Background: an optimization exercise with open tools, aiming at small area and few clock cycles. Do not read the settings as production practice.
The RTL was checked by simulation tests, not by an equivalence proof against the original design.
No activity file was given, so power comes from the tool's default toggle rates.

Setup of v41:
==> flow/design.v (excerpt) <==
module rda_top #(
    parameter  int MEM_BYTES      = rda_cfg_pkg::DEF_MEM_BYTES,
    parameter  int KER_BYTES      = rda_cfg_pkg::DEF_KER_BYTES,
    parameter  int ALIGN_BITS     = rda_cfg_pkg::DEF_ALIGN_BITS,
    parameter  int MEM_FIFO_DEPTH = rda_cfg_pkg::DEF_MEM_FIFO_DEPTH,
    parameter  int CMD_FIFO_DEPTH = rda_cfg_pkg::DEF_CMD_FIFO_DEPTH,
    parameter  int OUT_FIFO_DEPTH = rda_cfg_pkg::DEF_OUT_FIFO_DEPTH,
    localparam int INTRA_W        = $clog2(MEM_BYTES)
) (
    input  wire                    clock,
    input  wire                    aclrn,
    input  wire                    i_mem_valid,
    input  wire  [8*MEM_BYTES-1:0] i_mem_data,
    input  wire                    i_cmd_valid,
    input  wire  [INTRA_W-1:0]     i_cmd_addr,
    output logic                   o_cmd_almost_full,
    output logic                   o_valid,
    output logic [8*KER_BYTES-1:0] o_data,
    input  wire                    i_stall
);
==> flow/config.mk <==
export PLATFORM = sky130hd
export DESIGN_NAME = rda_top
export DESIGN_NICKNAME = rda_top
export VERILOG_FILES = /design/flow/design.v
export SDC_FILE = /design/flow/constraint.sdc
export NUM_CORES = 4
export LEC_CHECK = 0
export CAP_MARGIN = 10
export CORE_MARGIN = 2
export CORE_UTILIZATION = 50
export GPL_TIMING_DRIVEN = 0
export PLACE_DENSITY = 0.85
export SLEW_MARGIN = 10
==> flow/constraint.sdc <==
create_clock -name core_clock -period 5.0 [get_ports {clock}]
set_input_delay 1.0000 -clock core_clock [delete_from_list [all_inputs] [get_ports {clock}]]
set_output_delay 1.0000 -clock core_clock [all_outputs]
set_load 0.01 [all_outputs]
standard.sh (not shown) runs the stock make flow with config.mk's settings and CLKGATE_MAP_FILE= SYNTH_SCRIPT=/design/flow/synth_recipe.tcl, a recipe that flattens the netlist after the stock synthesis.
==> flow/flow/run.sh <==
#!/bin/bash
# Own layout flow: the standard ORFS flow with these changes:
#  - synthesis maps the logic with an area-oriented ABC script (flow/abc_area.script);
#    Yosys's register inference and naming are untouched
#  - clock tree synthesis inserts no dummy loads and clusters more sinks per leaf buffer
#  - ports are buffered with the smallest buffer
# Each step's full output goes to ORFS's own logs under orfs/logs (copied to orfs_logs at the
# end), and make's output to flow_make.log in this folder.
set -euo pipefail
W=$(pwd)
trap 'cp -r "$W/orfs/logs" "$W/orfs_logs" 2>/dev/null || true' EXIT
{ cat "$W/flow/abc_override.tcl"; cat "$W/synth_recipe.tcl"; } > "$W/my_synth.tcl"
bash "$W/standard.sh" \
  SYNTH_SCRIPT="$W/my_synth.tcl" \
  MY_ABC_SCRIPT="$W/flow/abc_area.script" \
  CTS_ARGS="-sink_clustering_enable -repair_clock_nets -dont_use_dummy_load -buf_list sky130_fd_sc_hd__clkbuf_16 -sink_clustering_size 28 -sink_clustering_max_diameter 80" \
  BUFFER_PORTS_ARGS="-buffer_cell sky130_fd_sc_hd__buf_1" \
  finish > "$W/flow_make.log" 2>&1
==> flow/flow/abc_area.script <==
strash
dc2
strash
&get -n
&dch -f
&nf -R 1000
&put
==> flow/flow/abc_override.tcl <==
# maps logic with flow/abc_area.script in place of ORFS's ABC script; everything else,
# registers included, is the standard synthesis
proc abc {args} {
  set i [lsearch $args -script]
  if {$i >= 0 && [info exists ::env(MY_ABC_SCRIPT)]} {
    lset args [expr {$i + 1}] $::env(MY_ABC_SCRIPT)
  }
  yosys abc {*}$args
}
Every stage of the flow completed for v41, and the final layout passed the timing, design-rule and antenna checks.
Testbench counts of v41, summed over its fixed seeds: cycles 5,767.
What v38 does differently from v41 at the input level:
Settings: CAP_MARGIN changed from 10 to 0; SLEW_MARGIN changed from 10 to 0.
Findings:
Ran to the end and failed final checks on capacitance limit, slew limit: v38.
v41 ended with every stage complete and zero timing, DRC or antenna violations.
On met2 layer usage reported by global route, the higher figure sits with v41, not v38.
Between v41 and v38, the flow reports detailed-routing wirelength on met1 decreasing slightly.
Route | v38 vs v41 | wire shorter in v38
In the flow results for v38 and v41, the share of the clock period used by the worst path is larger on v38.
Of the two values seen for critical-path cell with the highest stage delay, sky130_fd_sc_hd__dfstp_4 was produced by v38 and sky130_fd_sc_hd__dfstp_2 by v41.
Of the two values seen for capturing instance or port of the critical path, o_data[27] was produced by v38 and m1[5] by v41.
Number of levels the H-tree was split into: v41 vs v38 identical
Synthesized cell count came out exactly the same in v38 and v41.
Changes in v2 relative to v38:
-- flow/flow/run.sh --
<<< v38, line 7
>>> v2, line 7
#  - after global routing, gates off the critical paths are sized down (RECOVER_POWER),
#    and slew, capacitance and timing are repaired again after that (flow/grt_hook.tcl)
<<< v38, line 18
>>> v2, line 20
  RECOVER_POWER=100 \
  PRE_GLOBAL_ROUTE_TCL="$W/flow/grt_hook.tcl" \
==> flow/flow/grt_hook.tcl (new file) <==
# Sourced by ORFS's global_route.tcl before global routing (PRE_GLOBAL_ROUTE_TCL).
# ORFS sizes gates down (recover_power) as the last change before detailed routing, with no
# repair after it; this runs the usual slew, capacitance and timing repair after it too.
proc recover_power_helper { } {
  if { $::env(RECOVER_POWER) == 0 } {
    return
  }
  log_cmd repair_timing -verbose -recover_power $::env(RECOVER_POWER)
  repair_design_helper
  log_cmd detailed_placement
  log_cmd estimate_parasitics -global_routing
  repair_timing_helper
  log_cmd detailed_placement
  report_tns
  report_wns
}
==> run notes <==
In v2 the implementation completed, yet the final layout does not meet the checks, the culprit being capacitance limit, setup timing.
Compared with v38, in v2 part of the total power dissipated in sequential elements held steady; fmax now smaller.
Compared to v38, v2 leaves more free space in the core.
v2 gives more non-clock buffer count than v38 did.
Edits applied to the flow inputs when going from v2 to v19:
Settings: a change of SLEW_MARGIN from 0 to 10; a deleted PLACE_DENSITY that had been 0.85; a change of CAP_MARGIN from 0 to 10.
-- flow/flow/run.sh --
<<< v2, line 7
#  - after global routing, gates off the critical paths are sized down (RECOVER_POWER),
#    and slew, capacitance and timing are repaired again after that (flow/grt_hook.tcl)
>>> v19, line 7
<<< v2, line 20
  RECOVER_POWER=100 \
  PRE_GLOBAL_ROUTE_TCL="$W/flow/grt_hook.tcl" \
>>> v19, line 18
removed: flow/flow/grt_hook.tcl
==> run notes <==
Filler-free cell count of the finished design: v19 vs v2 up 0.80%
v19: fmax higher than v2
Fraction of the cycle the final worst path needs for v19: 4.1 points down relative to v2
Summary of v19 over v2: length of routed wiring on met1 went up, count of nets after finishing went up.
v19 finished all stages; the layout is clean.
diff inputs: v19 => v34
Settings: setting PLACE_DENSITY to 0.85 for the first time; changing SLEW_MARGIN from 10 to 5; changing CAP_MARGIN from 10 to 5.
## What came out
- v34 reports its uppermost layer routed as met5 while v19 reports met4.
- Compared to v19, v34 has worst voltage drop across the vdd grid 0.057 mV higher.
- Leakage power of v34 falls short of that of v19 slightly.
- Lower global-route met3 utilization among v34 and v19: v19
- [v34 vs v19] worst setup margin: higher in v34
- For v19, the layer with the highest usage after global routing was met1, unlike v34, where it was met2.
- The internal portion of total power number comes out lower for v34 vs v19.
--- input diff v34..v15 ---
Settings: a change of CAP_MARGIN from 5 to 0; a change of SLEW_MARGIN from 5 to 0; a deleted PLACE_DENSITY that had been 0.85.
--- outcome ---
v15 was carried through to the last stage, and its layout satisfied the timing, design-rule and antenna checks. The capture point of the critical path comes out o_data[20] in one run and o_data[15] in the other, namely in v34 and v15 respectively. Higher insertion delay to the later sink of the worst-skew pair goes to v34 over v15. Utilization v34 -> v15: up. v34 has lower clock network fraction of total power than v15. v15 vs. v34: non-clock buffer count in the final layout climbed about 9%, reported net switching power closely matched the old numbers. In the flow results for v15 and v34, the design area is smaller on v34. When the final numbers for v15 and v34 were put side by side, the proportion of power drawn by flip-flops and latches turned out to be greater in v34.

========
Another version of the RTL of rda_top (not shown whole).
Size in the first run: about 3,900 cells after synthesis, roughly 2,100 flip-flops, ~110 I/O pins, about 76,000 um^2 of cells after synthesis.
## rda_top
module rda_top #(
    parameter  int MEM_BYTES      = rda_cfg_pkg::DEF_MEM_BYTES,
    parameter  int KER_BYTES      = rda_cfg_pkg::DEF_KER_BYTES,
    parameter  int ALIGN_BITS     = rda_cfg_pkg::DEF_ALIGN_BITS,
    parameter  int MEM_FIFO_DEPTH = rda_cfg_pkg::DEF_MEM_FIFO_DEPTH,
    parameter  int CMD_FIFO_DEPTH = rda_cfg_pkg::DEF_CMD_FIFO_DEPTH,
    parameter  int OUT_FIFO_DEPTH = rda_cfg_pkg::DEF_OUT_FIFO_DEPTH,
    localparam int INTRA_W        = $clog2(MEM_BYTES)
) (
    input  wire                    clock,
    input  wire                    aclrn,
    input  wire                    i_mem_valid,
    input  wire  [8*MEM_BYTES-1:0] i_mem_data,
    input  wire                    i_cmd_valid,
    input  wire  [INTRA_W-1:0]     i_cmd_addr,
    output logic                   o_cmd_almost_full,
    output logic                   o_valid,
    output logic [8*KER_BYTES-1:0] o_data,
    input  wire                    i_stall
);
    localparam int NB     = 16;                         
    localparam int CMD_AF = rda_cfg_pkg::CMD_AF_LEVEL;   
    localparam int CMD_D  = CMD_AF + rda_cfg_pkg::CMD_AF_CUTOFF;   
    logic [NB-1:0][63:0] bank0;     
    logic [NB-1:0][63:0] bank1;     
    logic [4:0]          wr_ptr;    
    logic [3:0]          p0, p1;    
    logic                h;         
    logic [5:0]          wcount;    
    always_ff @(posedge clock) begin
        for (int e = 0; e < NB; e++) begin
            if (i_mem_valid && !wr_ptr[0] && wr_ptr[4:1] == 4'(e)) bank0[e] <= i_mem_data;
            if (i_mem_valid &&  wr_ptr[0] && wr_ptr[4:1] == 4'(e)) bank1[e] <= i_mem_data;
        end
    end
  ...
clock: 5.0 ns
lec_check: 0
cap_margin: 20
core_margin: 2
core_utilization: 50
gpl_timing_driven: 0
slew_margin: 20
==> flow/flow/run.sh <==
#!/bin/bash
# Own layout flow: the standard ORFS flow with two changes.
#  - synthesis maps the logic with an area-oriented ABC script (flow/abc_area.script);
#    Yosys's register inference and naming are untouched
#  - clock tree synthesis inserts no dummy loads
# Each step's full output goes to ORFS's own logs under orfs/logs (copied to orfs_logs at the
# end), and make's output to flow_make.log in this folder.
set -euo pipefail
W=$(pwd)
trap 'cp -r "$W/orfs/logs" "$W/orfs_logs" 2>/dev/null || true' EXIT
{ cat "$W/flow/abc_override.tcl"; cat "$W/synth_recipe.tcl"; } > "$W/my_synth.tcl"
bash "$W/standard.sh" \
  SYNTH_SCRIPT="$W/my_synth.tcl" \
  MY_ABC_SCRIPT="$W/flow/abc_area.script" \
  CTS_ARGS="-sink_clustering_enable -repair_clock_nets -dont_use_dummy_load" \
  finish > "$W/flow_make.log" 2>&1
Scripts as last shown in full above: flow/flow/abc_area.script, flow/flow/abc_override.tcl
Testbench counts at the start, summed over its fixed seeds: cycles 5,767.
Rerun with:
==> flow/flow/run.sh (replaced) <==
#!/bin/bash
# Own layout flow: the standard ORFS flow with these changes:
#  - synthesis maps the logic with an area-oriented ABC script (flow/abc_area.script);
#    Yosys's register inference and naming are untouched
#  - clock tree synthesis inserts no dummy loads and clusters more sinks per leaf buffer
#  - ports are buffered with the smallest buffer
#  - after global routing, gates off the critical paths are sized down (RECOVER_POWER)
# Each step's full output goes to ORFS's own logs under orfs/logs (copied to orfs_logs at the
# end), and make's output to flow_make.log in this folder.
set -euo pipefail
W=$(pwd)
trap 'cp -r "$W/orfs/logs" "$W/orfs_logs" 2>/dev/null || true' EXIT
{ cat "$W/flow/abc_override.tcl"; cat "$W/synth_recipe.tcl"; } > "$W/my_synth.tcl"
bash "$W/standard.sh" \
  SYNTH_SCRIPT="$W/my_synth.tcl" \
  MY_ABC_SCRIPT="$W/flow/abc_area.script" \
  CTS_ARGS="-sink_clustering_enable -repair_clock_nets -dont_use_dummy_load -buf_list sky130_fd_sc_hd__clkbuf_16 -sink_clustering_size 24 -sink_clustering_max_diameter 60" \
  BUFFER_PORTS_ARGS="-buffer_cell sky130_fd_sc_hd__buf_1" \
  RECOVER_POWER=100 \
  finish > "$W/flow_make.log" 2>&1
Outcome:
- Now the flow produced a layout that fails on max-capacitance violations, max-slew violations, negative setup slack
- sequential power hardly moves
- count of clock-buffer cells in the layout went down by 72
- area after synthesis stays the same
- power went down by 6.9%

[separate check: timing with driven ports]
In the flow no input, the clock included, has a driving cell. The finished layouts below were timed again as built, in two steps. Step 1, drivers: a clkbuf_16 drives clock and a buf_2 each remaining input, both assumed. Step 2 also shifts input and output timing later by t, the mid clock arrival at the registers, as if the neighbouring blocks saw the same clock. a / b / c = no drivers / after step 1 / after step 2; a / b = the first two.
| run | t (ns) | slack for setup (ns) | worst data-port slew with drivers (ns) |
|---|---|---|---|
| v41 | 0.789 | 0.310 / 0.310 / 0.310 | 0.08 |
| v38 | 0.790 | 0.205 / 0.205 / 0.205 | 0.09 |
| v2 | 0.785 | -0.001 / -0.001 / -0.407 | 0.09 |
| v19 | 0.795 | 0.206 / 0.206 / 0.206 | 0.07 |
| v34 | 0.773 | 0.321 / 0.321 / 0.321 | 0.08 |
| v15 | 0.790 | 0.478 / 0.478 / 0.478 | 0.06 |
| the first run of note 2 | 0.903 | 0.318 / 0.318 / 0.318 | 0.16 |
| the second run of note 2 | 0.862 | -0.077 / -0.025 / -0.887 | 0.18 |
For the second run of note 2, which loses most, drivers alone change the setup slack by +0.052 ns; drivers and shift together by -0.810 ns.
